This is an optimization exercise on Yosys and OpenROAD, whose aim is small area, a short achievable clock period and few clock cycles per item, not a production implementation. Where RTL was checked, it was by simulation tests only, not by an equivalence proof against the original. Function not checked in run 2: the RTL went through the layout flow alone. No run shown here takes its clock network from TritonCTS; it comes from the design's own scripts or RTL. The flow treats the clock pin as an ideal source. Dropping or thinning the clock tree relies on that and would not hold on a real chip. Power is estimated from default activity; no workload was simulated.

==> flow/design.v (outline; a module is shown in full before it is edited, if it fits) <==
// module argb_pixel_blend_unit: 875 lines
module argb_pixel_blend_unit (
  input  logic        clk_i,
  input  logic        rst_ni,
  input  logic        start_i,
  output logic        busy_o,
  input  logic [31:0] src_pixel_i,
  input  logic [31:0] dst_pixel_i,
  output logic        done_o,
  output logic [31:0] out_pixel_o,
  input  logic        cfg_valid_i,
  output logic        cfg_ready_o,
  input  logic [1:0]  cfg_index_i,
  input  logic [31:0] cfg_data_i
);
  // ...
==> flow/flow/run.sh <==
#!/bin/bash
# The standard layout (the standard.sh, standard synthesis unchanged) with
# smaller port buffers and a two-level clock tree built by flow/pre_cts.tcl
# (four root buffers on the clock port, sixteen leaf buffers) in place of
# TritonCTS. Each tool's output goes to standard.log.
set -euo pipefail
export BUFFER_PORTS_ARGS="-buffer_cell sky130_fd_sc_hd__buf_2"
export PRE_CTS_TCL="$PWD/flow/pre_cts.tcl"
bash standard.sh > standard.log 2>&1
==> flow/flow/clock_tree.tcl <==
proc build_clock_tree {nx ny leafcell rootcell} {
  set db [ord::get_db]
  set block [ord::get_db_block]
  set clk [$block findNet clk_i]
  set pts {}
  foreach it [$clk getITerms] {
    set inst [$it getInst]
    set b [$inst getBBox]
    lappend pts [list $it [expr {([$b xMin]+[$b xMax])/2}] [expr {([$b yMin]+[$b yMax])/2}]]
  }
  set n [llength $pts]
  set byx [lsort -integer -index 1 $pts]
  set leaves {}
  for {set i 0} {$i < $nx} {incr i} {
    set col [lsort -integer -index 2 [lrange $byx [expr {$i * $n / $nx}] [expr {($i + 1) * $n / $nx - 1}]]]
    set m [llength $col]
    for {set j 0} {$j < $ny} {incr j} {
      set c [lrange $col [expr {$j * $m / $ny}] [expr {($j + 1) * $m / $ny - 1}]]
      if {[llength $c] == 0} continue
      set cx 0; set cy 0
      foreach p $c { set cx [expr {$cx + [lindex $p 1]}]; set cy [expr {$cy + [lindex $p 2]}] }
      set q [expr {($i < $nx / 2 ? 0 : 1) + ($j < $ny / 2 ? 0 : 2)}]
      lappend leaves [list $c [expr {$cx / [llength $c]}] [expr {$cy / [llength $c]}] $q]
    }
  }
  set leafm [$db findMaster $leafcell]
  set rootm [$db findMaster $rootcell]
  set k 0
  for {set q 0} {$q < 4} {incr q} {
    set mine {}
    foreach l $leaves { if {[lindex $l 3] == $q} { lappend mine $l } }
    if {[llength $mine] == 0} continue
    set rx 0; set ry 0
    foreach l $mine { set rx [expr {$rx + [lindex $l 1]}]; set ry [expr {$ry + [lindex $l 2]}] }
    set root [odb::dbInst_create $block $rootm clkbuf_root_$q]
    $root setLocation [expr {$rx / [llength $mine]}] [expr {$ry / [llength $mine]}]
    $root setPlacementStatus PLACED
    set rnet [odb::dbNet_create $block clknet_root_$q]
    $rnet setSigType CLOCK
    [$root findITerm A] connect $clk
    [$root findITerm X] connect $rnet
    foreach l $mine {
      set b [odb::dbInst_create $block $leafm clkbuf_leaf_$k]
      $b setLocation [lindex $l 1] [lindex $l 2]
      $b setPlacementStatus PLACED
      set net [odb::dbNet_create $block clknet_leaf_$k]
      $net setSigType CLOCK
      [$b findITerm A] connect $rnet
      [$b findITerm X] connect $net
      foreach p [lindex $l 0] {
        set it [lindex $p 0]
        $it disconnect
        $it connect $net
      }
      incr k
    }
  }
  $clk setSigType CLOCK
  puts "build_clock_tree: $n sinks, $k leaf buffers"
}
==> flow/flow/pre_cts.tcl <==
# PRE_CTS hook: build the clock tree here (two buffer levels, see
# clock_tree.tcl) instead of TritonCTS, whose H-tree adds a third level.
source [file join [file dirname [info script]] clock_tree.tcl]
build_clock_tree 4 4 sky130_fd_sc_hd__clkbuf_16 sky130_fd_sc_hd__clkbuf_16
set_propagated_clock [all_clocks]
# cts.tcl calls clock_tree_synthesis next; the tree is already built.
rename clock_tree_synthesis orfs_unused_clock_tree_synthesis
proc clock_tree_synthesis {args} {
  puts "clock_tree_synthesis skipped: clock tree built by flow/pre_cts.tcl"
}
==> flow/standard.sh <==
#!/bin/bash
# synth_recipe.tcl (not shown) runs the flow's synth.tcl, then flattens the netlist and writes it again
# the make line also repeats each setting of config.mk as NAME=value (left out here)
make -C /OpenROAD-flow-scripts/flow DESIGN_CONFIG=/design/flow/config.mk WORK_HOME=/design/flow/orfs CLKGATE_MAP_FILE= SYNTH_SCRIPT=/design/flow/synth_recipe.tcl "${@:-finish}"
==> flow/config.mk <==
export PLATFORM = sky130hd
export DESIGN_NAME = argb_pixel_blend_unit
export DESIGN_NICKNAME = argb_pixel_blend_unit
export VERILOG_FILES = /design/flow/design.v
export SDC_FILE = /design/flow/constraint.sdc
export NUM_CORES = 4
export LEC_CHECK = 0
export CAP_MARGIN = 20
export CORE_MARGIN = 2
export CORE_UTILIZATION = 40
export SETUP_SLACK_MARGIN = 3.55
export SLEW_MARGIN = 20
==> flow/constraint.sdc <==
create_clock -name core_clock -period 5.5 [get_ports {clk_i}]
set_input_delay 1.1000 -clock core_clock [delete_from_list [all_inputs] [get_ports {clk_i}]]
set_output_delay 1.1000 -clock core_clock [all_outputs]
set_load 0.01 [all_outputs]
==> results.ini, run 1 <==
[run_status]
status = finished clean

[floorplan]
initial_core_util_pct = 40.6

[critical_path]
path_buf_inv = 2
crit_arrival_ps = 2220
timing.rr.end = r3_1_q[2]
critPathTopFamily = adder cells
ff2ff_setup_slack_ps = 3480

[timing]
rsz0062_at_grt = yes
holdWs_ps = 329

[grt]
grt_pass1_vias = 11500
grt_max_degree = 66
track_usage_pct = 17.3
overflow = 0
grt_antenna_before_repair = 8

[final_layout]
num-fill-cells = 4030
final_nets = 1965
layout.cells.non_filler = 2224
stdcell_area_um2 = 19400
area_delta_synth_final_pct = 10.8

[routing]
wl_met1_um = 18000
routedWlPerCell_um = 18.3

[power]
p_comb_mw = 4.40
power.total_mw = 10.3

[job]
cap_violations = 0

[yosys]
synth_edf_count = 32

Testbench counts, summed over its fixed seeds: cycles 16,967, items 16,026.
==> run 2: changes to the inputs <==
--- a/flow/design.v
+++ b/flow/design.v
@@ -803,67 +803,67 @@
   logic t2_2_33;
   logic t2_2_34;
   assign t2_2_33 = t2_2_14 ^ r2_2_q[37] ^ r2_2_q[38];
   assign t2_2_34 = (t2_2_14 & r2_2_q[37]) | (t2_2_14 & r2_2_q[38]) | (r2_2_q[37] & r2_2_q[38]);
   logic t2_2_35;
   logic t2_2_36;
   assign t2_2_35 = r2_2_q[39] ^ r2_2_q[40] ^ r2_2_q[41];
   assign t2_2_36 = (r2_2_q[39] & r2_2_q[40]) | (r2_2_q[39] & r2_2_q[41]) | (r2_2_q[40] & r2_2_q[41]);
-  logic [8:0] lo3_0;
-  assign lo3_0 = {1'b0, t2_0_20, t2_0_18, t2_0_16, t2_0_15, r2_0_q[4], r2_0_q[3], r2_0_q[1], r2_0_q[0]} + {1'b0, t2_0_21, t2_0_19, t2_0_17, r2_0_q[7], 1'b0, 1'b0, r2_0_q[2], 1'b0};
-  logic [8:0] lo3_1;
-  assign lo3_1 = {1'b0, t2_1_20, t2_1_18, t2_1_16, t2_1_15, r2_1_q[4], r2_1_q[3], r2_1_q[1], r2_1_q[0]} + {1'b0, t2_1_21, t2_1_19, t2_1_17, r2_1_q[7], 1'b0, 1'b0, r2_1_q[2], 1'b0};
-  logic [8:0] lo3_2;
-  assign lo3_2 = {1'b0, t2_2_20, t2_2_18, t2_2_16, t2_2_15, r2_2_q[4], r2_2_q[3], r2_2_q[1], r2_2_q[0]} + {1'b0, t2_2_21, t2_2_19, t2_2_17, r2_2_q[7], 1'b0, 1'b0, r2_2_q[2], 1'b0};
+  logic [5:0] lo3_0;
+  assign lo3_0 = {1'b0, t2_0_15, r2_0_q[4], r2_0_q[3], r2_0_q[1], r2_0_q[0]} + {1'b0, r2_0_q[7], 1'b0, 1'b0, r2_0_q[2], 1'b0};
+  logic [5:0] lo3_1;
+  assign lo3_1 = {1'b0, t2_1_15, r2_1_q[4], r2_1_q[3], r2_1_q[1], r2_1_q[0]} + {1'b0, r2_1_q[7], 1'b0, 1'b0, r2_1_q[2], 1'b0};
+  logic [5:0] lo3_2;
+  assign lo3_2 = {1'b0, t2_2_15, r2_2_q[4], r2_2_q[3], r2_2_q[1], r2_2_q[0]} + {1'b0, r2_2_q[7], 1'b0, 1'b0, r2_2_q[2], 1'b0};
   logic v3_q, add3_q, sub3_q;
   logic [7:0] top3_q;
   logic [2:0] cy3_q;
   always_ff @(posedge clk_i or negedge rst_ni) begin
     if (!rst_ni) v3_q <= 1'b0;
     else         v3_q <= v2_q;
   end
-  logic [17:0] r3_0_q;
-  logic [17:0] r3_1_q;
-  logic [17:0] r3_2_q;
+  logic [23:0] r3_0_q;
+  logic [23:0] r3_1_q;
+  logic [23:0] r3_2_q;
   always_ff @(posedge clk_i) begin
     add3_q <= add2_q;
     sub3_q <= sub2_q;
     top3_q <= top2_q;
     cy3_q <= cy2_q;
-    r3_0_q <= {r2_0_q[43], r2_0_q[42], t2_0_36, t2_0_35, t2_0_34, t2_0_33, t2_0_32, t2_0_31, t2_0_30, t2_0_29, t2_0_28, t2_0_27, t2_0_26, t2_0_25, t2_0_24, (lo3_0[8] | sub2_q), t2_0_23, t2_0_22};
-    r3_1_q <= {r2_1_q[43], r2_1_q[42], t2_1_36, t2_1_35, t2_1_34, t2_1_33, t2_1_32, t2_1_31, t2_1_30, t2_1_29, t2_1_28, t2_1_27, t2_1_26, t2_1_25, t2_1_24, (lo3_1[8] | sub2_q), t2_1_23, t2_1_22};
-    r3_2_q <= {r2_2_q[43], r2_2_q[42], t2_2_36, t2_2_35, t2_2_34, t2_2_33, t2_2_32, t2_2_31, t2_2_30, t2_2_29, t2_2_28, t2_2_27, t2_2_26, t2_2_25, t2_2_24, (lo3_2[8] | sub2_q), t2_2_23, t2_2_22};
+    r3_0_q <= {r2_0_q[43], r2_0_q[42], t2_0_36, t2_0_35, t2_0_34, t2_0_33, t2_0_32, t2_0_31, t2_0_30, t2_0_29, t2_0_28, t2_0_27, t2_0_26, t2_0_25, t2_0_24, t2_0_23, t2_0_22, t2_0_21, (t2_0_20 | sub2_q), t2_0_19, (t2_0_18 | sub2_q), (lo3_0[5] | sub2_q), t2_0_17, (t2_0_16 | sub2_q)};
+    r3_1_q <= {r2_1_q[43], r2_1_q[42], t2_1_36, t2_1_35, t2_1_34, t2_1_33, t2_1_32, t2_1_31, t2_1_30, t2_1_29, t2_1_28, t2_1_27, t2_1_26, t2_1_25, t2_1_24, t2_1_23, t2_1_22, t2_1_21, (t2_1_20 | sub2_q), t2_1_19, (t2_1_18 | sub2_q), (lo3_1[5] | sub2_q), t2_1_17, (t2_1_16 | sub2_q)};
+    r3_2_q <= {r2_2_q[43], r2_2_q[42], t2_2_36, t2_2_35, t2_2_34, t2_2_33, t2_2_32, t2_2_31, t2_2_30, t2_2_29, t2_2_28, t2_2_27, t2_2_26, t2_2_25, t2_2_24, t2_2_23, t2_2_22, t2_2_21, (t2_2_20 | sub2_q), t2_2_19, (t2_2_18 | sub2_q), (lo3_2[5] | sub2_q), t2_2_17, (t2_2_16 | sub2_q)};
   end
   logic [7:0] res_d [3];
   logic [16:0] fa0, fb0, fs0;
-  assign fa0 = {r3_0_q[17], r3_0_q[15], r3_0_q[13], r3_0_q[11], r3_0_q[9], r3_0_q[7], r3_0_q[5], r3_0_q[3], r3_0_q[0], 1'b0, 1'b0, 1'b0, 1'b0, 1'b0, 1'b0, 1'b0, 1'b0};
-  assign fb0 = {1'b0, r3_0_q[16], r3_0_q[14], r3_0_q[12], r3_0_q[10], r3_0_q[8], r3_0_q[6], r3_0_q[4], r3_0_q[1], 1'b0, 1'b0, 1'b0, 1'b0, 1'b0, 1'b0, 1'b0, 1'b0};
-  assign fs0[7:0] = 8'd0;
-  logic [9:0] fh0;
-  assign fh0 = {fa0[16:8], r3_0_q[2]} + {fb0[16:8], r3_0_q[2]};
-  assign fs0[16:8] = fh0[9:1];
+  assign fa0 = {r3_0_q[23], r3_0_q[21], r3_0_q[19], r3_0_q[17], r3_0_q[15], r3_0_q[13], r3_0_q[11], r3_0_q[9], r3_0_q[7], r3_0_q[5], r3_0_q[3], r3_0_q[0], 1'b0, 1'b0, 1'b0, 1'b0, 1'b0};
+  assign fb0 = {1'b0, r3_0_q[22], r3_0_q[20], r3_0_q[18], r3_0_q[16], r3_0_q[14], r3_0_q[12], r3_0_q[10], r3_0_q[8], r3_0_q[6], r3_0_q[4], r3_0_q[1], 1'b0, 1'b0, 1'b0, 1'b0, 1'b0};
+  assign fs0[4:0] = 5'd0;
+  logic [12:0] fh0;
+  assign fh0 = {fa0[16:5], r3_0_q[2]} + {fb0[16:5], r3_0_q[2]};
+  assign fs0[16:5] = fh0[12:1];
   assign res_d[0] = (add3_q && cy3_q[0]) ? 8'hFF :
                     (sub3_q && !cy3_q[0]) ? 8'h00 : fs0[15:8];
   logic [16:0] fa1, fb1, fs1;
-  assign fa1 = {r3_1_q[17], r3_1_q[15], r3_1_q[13], r3_1_q[11], r3_1_q[9], r3_1_q[7], r3_1_q[5], r3_1_q[3], r3_1_q[0], 1'b0, 1'b0, 1'b0, 1'b0, 1'b0, 1'b0, 1'b0, 1'b0};
-  assign fb1 = {1'b0, r3_1_q[16], r3_1_q[14], r3_1_q[12], r3_1_q[10], r3_1_q[8], r3_1_q[6], r3_1_q[4], r3_1_q[1], 1'b0, 1'b0, 1'b0, 1'b0, 1'b0, 1'b0, 1'b0, 1'b0};
-  assign fs1[7:0] = 8'd0;
-  logic [9:0] fh1;
-  assign fh1 = {fa1[16:8], r3_1_q[2]} + {fb1[16:8], r3_1_q[2]};
-  assign fs1[16:8] = fh1[9:1];
+  assign fa1 = {r3_1_q[23], r3_1_q[21], r3_1_q[19], r3_1_q[17], r3_1_q[15], r3_1_q[13], r3_1_q[11], r3_1_q[9], r3_1_q[7], r3_1_q[5], r3_1_q[3], r3_1_q[0], 1'b0, 1'b0, 1'b0, 1'b0, 1'b0};
+  assign fb1 = {1'b0, r3_1_q[22], r3_1_q[20], r3_1_q[18], r3_1_q[16], r3_1_q[14], r3_1_q[12], r3_1_q[10], r3_1_q[8], r3_1_q[6], r3_1_q[4], r3_1_q[1], 1'b0, 1'b0, 1'b0, 1'b0, 1'b0};
+  assign fs1[4:0] = 5'd0;
+  logic [12:0] fh1;
+  assign fh1 = {fa1[16:5], r3_1_q[2]} + {fb1[16:5], r3_1_q[2]};
+  assign fs1[16:5] = fh1[12:1];
   assign res_d[1] = (add3_q && cy3_q[1]) ? 8'hFF :
                     (sub3_q && !cy3_q[1]) ? 8'h00 : fs1[15:8];
   logic [16:0] fa2, fb2, fs2;
-  assign fa2 = {r3_2_q[17], r3_2_q[15], r3_2_q[13], r3_2_q[11], r3_2_q[9], r3_2_q[7], r3_2_q[5], r3_2_q[3], r3_2_q[0], 1'b0, 1'b0, 1'b0, 1'b0, 1'b0, 1'b0, 1'b0, 1'b0};
-  assign fb2 = {1'b0, r3_2_q[16], r3_2_q[14], r3_2_q[12], r3_2_q[10], r3_2_q[8], r3_2_q[6], r3_2_q[4], r3_2_q[1], 1'b0, 1'b0, 1'b0, 1'b0, 1'b0, 1'b0, 1'b0, 1'b0};
-  assign fs2[7:0] = 8'd0;
-  logic [9:0] fh2;
-  assign fh2 = {fa2[16:8], r3_2_q[2]} + {fb2[16:8], r3_2_q[2]};
-  assign fs2[16:8] = fh2[9:1];
+  assign fa2 = {r3_2_q[23], r3_2_q[21], r3_2_q[19], r3_2_q[17], r3_2_q[15], r3_2_q[13], r3_2_q[11], r3_2_q[9], r3_2_q[7], r3_2_q[5], r3_2_q[3], r3_2_q[0], 1'b0, 1'b0, 1'b0, 1'b0, 1'b0};
+  assign fb2 = {1'b0, r3_2_q[22], r3_2_q[20], r3_2_q[18], r3_2_q[16], r3_2_q[14], r3_2_q[12], r3_2_q[10], r3_2_q[8], r3_2_q[6], r3_2_q[4], r3_2_q[1], 1'b0, 1'b0, 1'b0, 1'b0, 1'b0};
+  assign fs2[4:0] = 5'd0;
+  logic [12:0] fh2;
+  assign fh2 = {fa2[16:5], r3_2_q[2]} + {fb2[16:5], r3_2_q[2]};
+  assign fs2[16:5] = fh2[12:1];
   assign res_d[2] = (add3_q && cy3_q[2]) ? 8'hFF :
                     (sub3_q && !cy3_q[2]) ? 8'h00 : fs2[15:8];
   logic        vo_q;
   logic [31:0] out_q;
   always_ff @(posedge clk_i or negedge rst_ni) begin
     if (!rst_ni) vo_q <= 1'b0;
     else         vo_q <= v3_q;
   end
==> results.ini, run 2 <==
[power]
intPower_mw = 6.40
power_frac_seq_pct = 44.2
power.leakage_nw = 8.72
combPwrFrac_pct = 41.7
p_per_area_nw_per_um2 = 521
power.share.switching_pct = 37.9
p_sw_mw = 3.91
power.total_mw = 10.3  ; +0.14%
clkPwrFrac_pct = 14.1
ir_worst_vdd_uv = 212

[yosys]
yosys_warnings = 5
synth.area.top_cells = dfxtp_1 37%, fa_1 17%, a22o_1 6.1%
synth_top_area_share_pct = 37.1
ys_types = 60
yosysTopAreaCell = dfxtp_1
syn_inst = 1627
syn_area_per_cell_um2 = 10.9
yosysSeqAreaShare_pct = 44.9
synth_top_family_by_area = adder cells
yosys-top-cells-count = 329 x dfxtp_1, 199 x inv_1, 147 x fa_1, 123 x a22o_1, 94 x clkbuf_1
netlist_area_um2 = 17800
synth_xor_area_share_pct = 2.22
synth_compound_area_share_pct = 16.6
synth-adder-area-share_pct = 21.8
synth_edf_count = 32  ; unchanged
ys_ff_latch = 378
synthFlopType = dfxtp_1
muxShareOfSynthArea_pct = 0.697
synth.most_common_cell = dfxtp_1
syn_nets = 1951
postSynth.asyncResetShare_pct = 4.50
synth-simple-area-share_pct = 6.82

[critical_path]
reg2reg_from = rb_q[3]
critPathMaxFanout = 24
reg2regPathDepth = 4
start_kind = register
ff2ff_setup_slack_ps = 3570  ; +90 ps
worstPathRequired_ps = 5700
crit_arrival_ps = 2130  ; -90 ps
cp-end-kind = register
timing.rr.end = r2_1_q[9]
worstSetupPathType = register to register

[final_layout]
final_common_cell = dfxtp_1
final_nets = 2022  ; +2.9%
mostFrequentLayoutCells = 277 x dfxtp_1, 199 x inv_1, 145 x fa_1, 134 x buf_2, 123 x a22o_1
num-fill-cells = 4115  ; +2.1%
area_delta_synth_final_pct = 11.4
reg_top3 = r2_0_q x42, r2_1_q x42, r2_2_q x42
drive_above_1_share_pct = 17.9

[timing]
tightest_slew_ps = 842
skew_ps = 17.5
period_share_pct = 35.1
finalCriticalPeriod_ps = 1930
fin_tns_setup_ps = 0
rsz0062_at_grt = yes
max_freq_ghz = 0.519
relSlewSlack_pct = 43.7
setup_viol = 0
worst_slack_ps = 3570
slew_viol_final = 0
hold_viol_final = 0

[floorplan]
row_count = 77
die_w_um = 215
ios = 137
die_h_um = 215
dieArea_um2 = 46100
initial_core_util_pct = 40.3  ; -0.21 points
core_um2 = 44000

[routing]
ant_nets = 0
drc = 0
drtPass1Iterations = 5
vias_per_cell = 5.17
routedWlPerCell_um = 18.3  ; about the same
vias = 11800
drtIter0Drc = 754
routed_wirelength_um = 41900

[hold_path]
hold_depth = 0
min_to = out_q[24]
hold_class = register to register
worstHoldStart = top3_q[0]

[grt]
grt_pass1_vias = 12000  ; +3.8%
track_usage_pct = 17.5  ; +0.18 points
grt_max_degree = 49  ; -26%
grt_antenna_before_repair = 9  ; +1
grt_pass1_wl_um = 66100
overflow = 0  ; unchanged

[job]
cap_violations = 0  ; unchanged

[place]
dp_hpwl_um = 30000
io_buffers = 134
place_congestion = 0.876
dp_slack_ps = 2930

[clock_tree]
clk_latency_ps = 320
clk_pin_slew_ps = 90

[run_status]
status = finished clean

-- run 2: changes by cell type after synthesis, moves of 9 or more --
cell,change
or2_2,+13
a22o_1,-17
nor2_1,-20
dfxtp_1,+18
inv_1,+23
o21ai_0,+33
buf_2,-11
nand3_1,+14
xor2_1,-9
a31oi_1,-16
clkbuf_1,+9
a21oi_1,+9
-- run 2: cell families (layout without fill, tap and decap cells) --
| group | after synthesis | count (layout) |
|---|---|---|
| AOI/OAI and AO/OA | 417 | 417 |
| xor gates and xnor gates | 45 | 45 |
| adders and majority gates | 222 | 222 |
| buffers and inverters | 317 | 386 |
| DFF | 378 | 378 |
| muxes | 11 | 11 |
| other | 2 | 5 |
| and+or+nand+nor | 235 | 235 |
-- run 2: power by group through the flow --
stage	Clock [mW]	Combinational, mW	Sequential (mW)
global placement	0	3.93	4.60
detailed placement	0	4.08	4.62
floorplan	0	3.24	4.14
global route	1.58	4.98	4.65
finish	1.45	4.30	4.56
CTS	1.50	4.15	4.58
-- run 2: worst max-delay path by stage --
stage / to / depth (start not counted) / from
2_1_floorplan: r2_0_q[9] / 5 / ra_q[4]
3_3_place_gp: r2_2_q[9] / 4 / ra_q[5]
3_5_place_dp: r2_1_q[9] / 4 / ra_q[5]
4_1_cts: out_q[13] / 6 / r3_1_q[11]
5_1_grt: r2_1_q[6] / 4 / rb_q[2]
6_report: r2_1_q[9] / 4 / rb_q[3]
-- run 2: timing repair --
action                                  in CTS  in global routing
pin swaps                                    1                 10
hold buffers                                 0                  0
buffers inserted                             2                 22
endpoints found under the setup margin     140                 95
resized for setup                           64                 52
-- run 2: cell type report --
type	instances	area (um^2)	share of cell area (%)
inverters	199	747	3.77
diodes	3	7.51	0.0379
well taps	592	741	3.74
repair buffers	167	1010	5.12
flip-flops and latches	378	8090	40.9
multi-input cells	932	8690	43.9
plain buffers	20	500	2.53
-- run 2: routing by layer --
layer / up-vias / GRT usage (%) / share of wire, %
li1: 5598 / - / -
met1: 5738 / 25.2 / 46
met2: 421 / 27.8 / 44
met3: 70 / 2.94 / 6.7
met4: 8 / 3.47 / 2.7
met5: - / 0 / 0.11
-- run 2: worst max-delay path, cell delays in order (launching register included) --
cell and delay [ps]:
dfxtp_4 590, a22oi_1 170, fa_1 520, inv_1 60, fa_1 470
-- run 2: through the flow --
step	hold WS (ps)	utilization, %	instance area [um^2]	cells
floorplan	310	-	17800	1627
global placement	312	42.7	18800	2244
detailed placement	312	42.7	18800	2244
CTS	328	44.1	19400	2266
global route	339	44.9	19800	2289
finish	327	44.9	19800	2291

[separate check: timing with driven ports]
The results above use ideal ports. As a check the final layouts listed here were re-extracted and re-timed, cells and wires unchanged. Step 1 assumes that a clkbuf_16 drives the clock port and a buf_2 every other input. Step 2 moves the port delays by t, midway between the first and last clock arrival at a register: inputs arrive t later, outputs are due t later. That takes back most of the time a late clock gives input paths. Three values: ideal, step 1, step 2; two values: the first two.
run	shift t [ns]	setup slack, ns	clock arrival spread, ns
run 1	0.427	3.484 / 3.453 / 3.279	0.019 / 0.019
run 2	0.425	3.572 / 3.462 / 3.322	0.018 / 0.018
After both steps setup and hold are still met in every run listed. For run 2, which loses most, drivers alone change the setup slack by -0.110 ns; drivers and shift together by -0.250 ns.
